Background: an optimization exercise with open tools, aiming at small area and a short achievable clock period. Do not read the settings as production practice. Function was checked by simulation only, so behaviour that the tests miss may differ from the original.

==> design/flow/design.v <==
`default_nettype none
package pixel_pkg;
	typedef logic [7:0] sample_t;
	typedef logic signed [19:0] tap_sum_t;
	typedef logic signed [31:0] product_t;
	typedef logic [7:0] channel_t;
endpackage
`default_nettype wire
`default_nettype none
package ctrl_pkg;
	typedef enum logic [1:0] {
		UPS_FILL,
		UPS_RUN,
		UPS_FLUSH
	} ups_state_t;
endpackage
`default_nettype wire
`timescale 1ns/1ps
`default_nettype none
module chroma_upsampler (
	input  logic               CLOCK_50_I,
	input  logic               resetn,
	input  logic               pair_strobe,
	input  pixel_pkg::sample_t chroma_in,
	output logic               out_strobe,
	output pixel_pkg::sample_t chroma_even,
	output pixel_pkg::sample_t chroma_odd
);
	localparam int CNT_W = $clog2(160 + 3 + 1);
	ctrl_pkg::ups_state_t state;
	logic [CNT_W-1:0] pair_cnt;
	pixel_pkg::sample_t win [6];
	pixel_pkg::sample_t win_next [6];
	pixel_pkg::sample_t shift_sample;
	logic shift_en;
	logic emit;
	pixel_pkg::tap_sum_t outer_sum;
	pixel_pkg::tap_sum_t mid_sum;
	pixel_pkg::tap_sum_t inner_sum;
	pixel_pkg::tap_sum_t filt_sum;
	pixel_pkg::tap_sum_t filt_shifted;
	pixel_pkg::sample_t odd_clipped;
	always_comb begin
		shift_en = 1'b0;
		shift_sample = chroma_in;
		case (state)
			ctrl_pkg::UPS_FILL, ctrl_pkg::UPS_RUN: shift_en = pair_strobe;
			ctrl_pkg::UPS_FLUSH: begin
				shift_en = 1'b1;
				shift_sample = win[0];
			end
			default: shift_en = 1'b0;
		endcase
		emit = (state == ctrl_pkg::UPS_RUN && pair_strobe) || state == ctrl_pkg::UPS_FLUSH;
	end
	always_comb begin
		for (int i = 0; i < 6; i++) begin
			win_next[i] = win[i];
		end
		if (shift_en) begin
			win_next[0] = shift_sample;
			for (int i = 1; i < 6; i++) begin
				if (state == ctrl_pkg::UPS_FILL && pair_cnt == '0)
					win_next[i] = shift_sample;
				else
					win_next[i] = win[i-1];
			end
		end
	end
	always_comb begin
		outer_sum = pixel_pkg::tap_sum_t'(win_next[5]) + pixel_pkg::tap_sum_t'(win_next[0]);
		mid_sum = pixel_pkg::tap_sum_t'(win_next[4]) + pixel_pkg::tap_sum_t'(win_next[1]);
		inner_sum = pixel_pkg::tap_sum_t'(win_next[3]) + pixel_pkg::tap_sum_t'(win_next[2]);
		filt_sum = pixel_pkg::tap_sum_t'(21 * outer_sum - 52 * mid_sum
			+ 159 * inner_sum + 128);
		filt_shifted = filt_sum >>> 8;
		if (filt_shifted < 0)
			odd_clipped = '0;
		else if (filt_shifted > 255)
			odd_clipped = pixel_pkg::sample_t'(255);
		else
			odd_clipped = filt_shifted[7:0];
	end
	always_ff @(posedge CLOCK_50_I or negedge resetn) begin
		if (!resetn) begin
			state <= ctrl_pkg::UPS_FILL;
			pair_cnt <= '0;
			out_strobe <= 1'b0;
		end else begin
			out_strobe <= emit;
			case (state)
				ctrl_pkg::UPS_FILL: begin
					if (pair_strobe) begin
						pair_cnt <= pair_cnt + 1'b1;
						if (pair_cnt == CNT_W'(3 - 1))
							state <= ctrl_pkg::UPS_RUN;
					end
				end
				ctrl_pkg::UPS_RUN: begin
					if (pair_strobe) begin
						pair_cnt <= pair_cnt + 1'b1;
						if (pair_cnt == CNT_W'(160 - 1))
							state <= ctrl_pkg::UPS_FLUSH;
					end
				end
				ctrl_pkg::UPS_FLUSH: begin
					if (pair_cnt == CNT_W'(160 + 3 - 1)) begin
						pair_cnt <= '0;
						state <= ctrl_pkg::UPS_FILL;
					end else begin
						pair_cnt <= pair_cnt + 1'b1;
					end
				end
				default: state <= ctrl_pkg::UPS_FILL;
			endcase
		end
	end
	always_ff @(posedge CLOCK_50_I) begin
		for (int i = 0; i < 6; i++)
			win[i] <= win_next[i];
		if (emit) begin
			chroma_even <= win_next[3];
			chroma_odd <= odd_clipped;
		end
	end
endmodule
`default_nettype wire
`timescale 1ns/1ps
`default_nettype none
module rgb_converter (
	input  logic                CLOCK_50_I,
	input  logic                resetn,
	input  logic                pair_strobe,
	input  logic                chroma_strobe,
	input  pixel_pkg::sample_t  y_even,
	input  pixel_pkg::sample_t  y_odd,
	input  pixel_pkg::sample_t  u_even,
	input  pixel_pkg::sample_t  u_odd,
	input  pixel_pkg::sample_t  v_even,
	input  pixel_pkg::sample_t  v_odd,
	output logic                rgb_strobe,
	output pixel_pkg::channel_t r_even,
	output pixel_pkg::channel_t g_even,
	output pixel_pkg::channel_t b_even,
	output pixel_pkg::channel_t r_odd,
	output pixel_pkg::channel_t g_odd,
	output pixel_pkg::channel_t b_odd
);
	pixel_pkg::sample_t ly_even [4];
	pixel_pkg::sample_t ly_odd [4];
	logic [1:0] wr_ptr;
	logic [1:0] rd_ptr;
	pixel_pkg::sample_t pix_y [2];
	pixel_pkg::sample_t pix_u [2];
	pixel_pkg::sample_t pix_v [2];
	logic s1_valid;
	pixel_pkg::product_t y_term [2];
	pixel_pkg::product_t rv_term [2];
	pixel_pkg::product_t gu_term [2];
	pixel_pkg::product_t gv_term [2];
	pixel_pkg::product_t bu_term [2];
	function automatic pixel_pkg::channel_t clip_channel(input pixel_pkg::product_t sum);
		pixel_pkg::product_t shifted;
		shifted = sum >>> 16;
		if (shifted < 0)
			clip_channel = '0;
		else if (shifted > 255)
			clip_channel = pixel_pkg::channel_t'(255);
		else
			clip_channel = shifted[7:0];
	endfunction
	always_ff @(posedge CLOCK_50_I or negedge resetn) begin
		if (!resetn) begin
			wr_ptr <= '0;
			rd_ptr <= '0;
		end else begin
			if (pair_strobe)
				wr_ptr <= wr_ptr + 1'b1;
			if (chroma_strobe)
				rd_ptr <= rd_ptr + 1'b1;
		end
	end
	always_ff @(posedge CLOCK_50_I) begin
		if (pair_strobe) begin
			ly_even[wr_ptr] <= y_even;
			ly_odd[wr_ptr] <= y_odd;
		end
	end
	assign pix_y[0] = ly_even[rd_ptr];
	assign pix_y[1] = ly_odd[rd_ptr];
	assign pix_u[0] = u_even;
	assign pix_u[1] = u_odd;
	assign pix_v[0] = v_even;
	assign pix_v[1] = v_odd;
	always_ff @(posedge CLOCK_50_I) begin
		if (chroma_strobe) begin
			for (int p = 0; p < 2; p++) begin
				y_term[p] <= 76284 * (pixel_pkg::product_t'(pix_y[p]) - 16);
				rv_term[p] <= 104595 * (pixel_pkg::product_t'(pix_v[p]) - 128);
				gu_term[p] <= 25624 * (pixel_pkg::product_t'(pix_u[p]) - 128);
				gv_term[p] <= 53281 * (pixel_pkg::product_t'(pix_v[p]) - 128);
				bu_term[p] <= 132251 * (pixel_pkg::product_t'(pix_u[p]) - 128);
			end
		end
	end
	always_ff @(posedge CLOCK_50_I) begin
		if (s1_valid) begin
			r_even <= clip_channel(y_term[0] + rv_term[0]);
			g_even <= clip_channel(y_term[0] - gu_term[0] - gv_term[0]);
			b_even <= clip_channel(y_term[0] + bu_term[0]);
			r_odd <= clip_channel(y_term[1] + rv_term[1]);
			g_odd <= clip_channel(y_term[1] - gu_term[1] - gv_term[1]);
			b_odd <= clip_channel(y_term[1] + bu_term[1]);
		end
	end
	always_ff @(posedge CLOCK_50_I or negedge resetn) begin
		if (!resetn) begin
			s1_valid <= 1'b0;
			rgb_strobe <= 1'b0;
		end else begin
			s1_valid <= chroma_strobe;
			rgb_strobe <= s1_valid;
		end
	end
endmodule
`default_nettype wire
`timescale 1ns/1ps
`default_nettype none
module yuv_to_rgb_core (
	input  logic                CLOCK_50_I,
	input  logic                resetn,
	input  logic                pair_strobe,
	input  pixel_pkg::sample_t  y_even,
	input  pixel_pkg::sample_t  y_odd,
	input  pixel_pkg::sample_t  u_in,
	input  pixel_pkg::sample_t  v_in,
	output logic                rgb_strobe,
	output pixel_pkg::channel_t r_even,
	output pixel_pkg::channel_t g_even,
	output pixel_pkg::channel_t b_even,
	output pixel_pkg::channel_t r_odd,
	output pixel_pkg::channel_t g_odd,
	output pixel_pkg::channel_t b_odd
);
	logic chroma_strobe;
	pixel_pkg::sample_t u_even;
	pixel_pkg::sample_t u_odd;
	pixel_pkg::sample_t v_even;
	pixel_pkg::sample_t v_odd;
	chroma_upsampler u_upsampler (
		.CLOCK_50_I  (CLOCK_50_I),
		.resetn      (resetn),
		.pair_strobe (pair_strobe),
		.chroma_in   (u_in),
		.out_strobe  (chroma_strobe),
		.chroma_even (u_even),
		.chroma_odd  (u_odd)
	);
	chroma_upsampler v_upsampler (
		.CLOCK_50_I  (CLOCK_50_I),
		.resetn      (resetn),
		.pair_strobe (pair_strobe),
		.chroma_in   (v_in),
		.out_strobe  (),
		.chroma_even (v_even),
		.chroma_odd  (v_odd)
	);
	rgb_converter converter (
		.CLOCK_50_I    (CLOCK_50_I),
		.resetn        (resetn),
		.pair_strobe   (pair_strobe),
		.chroma_strobe (chroma_strobe),
		.y_even        (y_even),
		.y_odd         (y_odd),
		.u_even        (u_even),
		.u_odd         (u_odd),
		.v_even        (v_even),
		.v_odd         (v_odd),
		.rgb_strobe    (rgb_strobe),
		.r_even        (r_even),
		.g_even        (g_even),
		.b_even        (b_even),
		.r_odd         (r_odd),
		.g_odd         (g_odd),
		.b_odd         (b_odd)
	);
endmodule
`default_nettype wire
==> design/flow/run.sh <==
#!/bin/bash
# synth_recipe.tcl (not shown) runs the flow's synth.tcl, then flattens the netlist and writes it again
# the make line also repeats each setting of config.mk as NAME=value (left out here)
make -C /OpenROAD-flow-scripts/flow DESIGN_CONFIG=/design/flow/config.mk WORK_HOME=/design/flow/orfs CLKGATE_MAP_FILE= SYNTH_SCRIPT=/design/flow/synth_recipe.tcl finish
==> design/flow/config.mk <==
export PLATFORM = sky130hd
export DESIGN_NAME = yuv_to_rgb_core
export DESIGN_NICKNAME = yuv_to_rgb_core
export VERILOG_FILES = /design/flow/design.v
export SDC_FILE = /design/flow/constraint.sdc
export NUM_CORES = 4
export LEC_CHECK = 0
export CAP_MARGIN = 20
export CORE_MARGIN = 2
export CORE_UTILIZATION = 40
export SLEW_MARGIN = 20
==> design/flow/constraint.sdc <==
create_clock -name core_clock -period 11.5 [get_ports {CLOCK_50_I}]
set_input_delay 2.3000 -clock core_clock [delete_from_list [all_inputs] [get_ports {CLOCK_50_I}]]
set_output_delay 2.3000 -clock core_clock [all_outputs]
set_load 0.01 [all_outputs]
==> results.txt <==
metrics by stage:
step / utilization [%] / setup WS (ns) / instance area [µm²]
5_1_grt: 44.76 / -0.008572 / 65940
2_1_floorplan: - / 0.05127 / 59190
6_report: 44.77 / 0.4203 / 65950
4_1_cts: 44.69 / 0.2475 / 65830
3_5_place_dp: 43.15 / -0.7608 / 63560
3_3_place_gp: 43.15 / -0.5419 / 63560
layout by cell type, fill, tap and decap left out, drive strengths merged, types with 96 or more instances in the layout:
master and instances:
a21oi 368, o21ai 190, ha 1177, nand2 229, inv 1006, buf 180, xnor2 330, fa 453
nor2 290, a21o 106, dfxtp 96, edfxtp 434, xor2 109
Yosys cell counts, types with 20 or more instances:
cell	instances	area (µm²)
ha_1	1177	14730
inv_1	996	3739
fa_1	453	9069
edfxtp_1	434	13030
a21oi_1	366	1832
xnor2_1	329	2882
nor2_1	289	1085
nand2_1	229	859.6
o21ai_0	172	860.8
xor2_1	109	954.7
a21o_1	106	795.8
dfxtp_1	96	1922
o21a_1	90	675.7
nor3_1	78	390.4
nand3_1	64	320.3
o21bai_1	64	480.5
clkbuf_1	51	191.4
nor2b_1	47	294.0
nand2b_1	37	231.5
and3_1	35	219.0
or3_1	30	187.7
dfrtp_1	27	675.7
or2_2	27	168.9
o31ai_1	26	195.2
a211oi_1	25	187.7
nand4_1	23	143.9
mux2i_1	22	220.2
and2_1	20	125.1
routing by layer:
layer,up-vias,GRT usage [%]
li1,20170,-
met1,19710,25.67
met2,674,29.24
met3,165,2.345
met4,12,5.249
met5,-,0.6380
flip-flops by register name, summed over array words and instances (netlist names), 32 cells and up:
| signal | count |
|---|---|
| converter.rv_term | 50 |
| v_upsampler.win | 48 |
| converter.y_term | 60 |
| converter.bu_term | 64 |
| u_upsampler.win | 48 |
| converter.gu_term | 52 |
| converter.ly_odd | 32 |
| converter.ly_even | 32 |
| converter.gv_term | 64 |
layout make-up:
class / count / area (µm²)
clock inverter: 40 / 450.4
tap: 1930 / 2415
antenna: 2 / 5.005
inverter: 999 / 3750
multi-input combinational: 4098 / 39710
timing repair buffer: 262 / 2177
sequential: 557 / 15640
fill: 13760 / 81360
clock buffer: 82 / 1805
logic make-up after synthesis:
family / Yosys count / synth area share (%)
adders and majority gates: 1630 / 40.21
buffers and inverters: 1059 / 6.724
AOI/OAI and AO/OA: 1050 / 11.37
and+or+nand+nor: 927 / 7.521
DFF: 557 / 26.41
xor gates and xnor gates: 439 / 6.510
muxes: 52 / 1.248
worst min-delay path, stage by stage (launching register included):
cell     delay (ns)
dfxtp_1        0.31
nand2_1        0.04
o31ai_1        0.08
worst paths after layout:
kind | start | to | cells after the start
setup / recovery | v_in[0] | v_upsampler.chroma_odd[0] | 40
hold / removal | v_upsampler.win[5][7] | v_upsampler.win[5][7] | 2
setup reg to reg | v_upsampler.state[1] | v_upsampler.chroma_odd[0] | 41
hold reg to reg | v_upsampler.win[5][7] | v_upsampler.win[5][7] | 2
max in group asynchronous | resetn | u_upsampler.out_strobe | 1
min in group asynchronous | resetn | u_upsampler.pair_cnt[7] | 1
what timing repair did:
action	in CTS	in global routing
setup endpoints to repair	8	16
resized for setup	3	25
pin swaps	0	10
buffers inserted	0	2
==> results.sh <==
export IMPL_grt_pass1_wl_mm=219.1
export IMPL_critPathCaptureType="flip-flop"
export IMPL_ctsRootBufferMaster="clkbuf_16"
export IMPL_clkTransAtPathRegs_ns=0.06
export IMPL_final_antenna_net_count=0
export IMPL_drc=0
export IMPL_relSlewSlack_pct=33.57
export IMPL_hold_violations=0
export IMPL_dieHeight_um=388.6
export IMPL_hold_slack_ns=0.4780
export IMPL_cts_buffer_depth=3
export IMPL_cts_max_level=3
export IMPL_synth_main_ff_cell="edfxtp_1"
export IMPL_synth_nets=7379
export IMPL_path_buf_inv=11
export IMPL_rows=141
export IMPL_synth_seq_cells=557
export IMPL_ys_seq_area_share_pct=26.41
export IMPL_place_detailed_hpwl_mm=110.3
export IMPL_fin_nets=7652
export IMPL_crit_path_top_delay_cell="fa_1"
export IMPL_gp_congestion=0.8566
export IMPL_routed_wl_met2_mm=60.94
export IMPL_worstPathRequired_ns=11.88
export IMPL_numClockSinks=557
export IMPL_core_um2=147300
export IMPL_netlist_area_um2=59170
export IMPL_ys_warn_count=12
export IMPL_vias=40720
export IMPL_grt_max_degree=156
export IMPL_overflow=0
export IMPL_met3_length_mm=6.089
export IMPL_drt_pass1_iterations=5
export IMPL_wirelength_mm=135.5
export IMPL_cts_hold_fix_buffers=0
export IMPL_cp_slowest_stage_delay_ns=0.55
export IMPL_crit_family="adder cells"
export IMPL_setup_viol=0
export IMPL_cp_arrival_ns=11.46
export IMPL_hold_path_class="flip-flop to flip-flop"
export IMPL_maxCapViolCount=0
export IMPL_highest_layer="met5"
export IMPL_critPathLaunchType="primary input"
export IMPL_timing_final_crit_period_ns=11.08
export IMPL_clock_latency_ns=0.67
export IMPL_dp_cells=7844
export IMPL_vias_per_cell=5.110
export IMPL_synth_edf_count=434
export IMPL_numCtsBuffers=69
export IMPL_synthCells=5714
export IMPL_die_w_um=388.6
export IMPL_skew_ns=0.04591
export IMPL_crit_top_cell="inv_1"
export IMPL_status="finished clean"
export IMPL_drive_above_1_share_pct=6.757
export IMPL_initial_core_util_pct=40.17
export IMPL_setup_worst_path_class="primary input to flip-flop"
export IMPL_cts_tree="built"
export IMPL_io_buffers=83
export IMPL_ios=84
export IMPL_m1WireLength_mm=64.99
export IMPL_cp_max_fo=8
export IMPL_drt_iter0_markers=2219
export IMPL_synth_avg_cell_area_um2=10.36
export IMPL_antenna_found_initial=11
export IMPL_rrSetupSlack_ns=0.88
export IMPL_wire_per_inst_um=17.00
export IMPL_grt_pass1_vias=41240
export IMPL_async_flop_share_pct=4.847
export IMPL_drv_slew=0
export IMPL_synth_distinct_cells=95
export IMPL_fin_crit_sh_pct=96.35
export IMPL_area_growth_pct=11.44
export IMPL_dieArea_um2=151000
export IMPL_grt_total_usage_pct=18.23
export IMPL_fin_setup_tns_ns=0
export IMPL_fmax_mhz=90.25
export IMPL_fin_cells=7970
export IMPL_tightest_slew_ns=0.9964

## port drivers added, routing unchanged
The results above use ideal ports. As a check the final layout listed here was re-extracted and re-timed, cells and wires unchanged. Step 1: set_driving_cell puts a clkbuf_16 on CLOCK_50_I and a buf_2 on each other input, an assumption about the parent block. Step 2 adds t to the input delays and takes it off the output delays; t is the mean of the earliest and latest rising clock arrival at the registers after step 1. Input paths then give back, and output paths get back, about the clock's delay inside the block. Slacks: ideal ports / drivers / drivers and shift; pairs: ideal ports / drivers.
t, ns: 0.725
slack for setup (ns): 0.420 / 0.473 / -0.252
hold WS [ns]: 0.478 / 0.478 / 0.478
With both steps, setup timing fails in this run, where it was met with ideal ports. For this run, drivers alone change the setup slack by +0.053 ns; drivers and shift together by -0.672 ns.
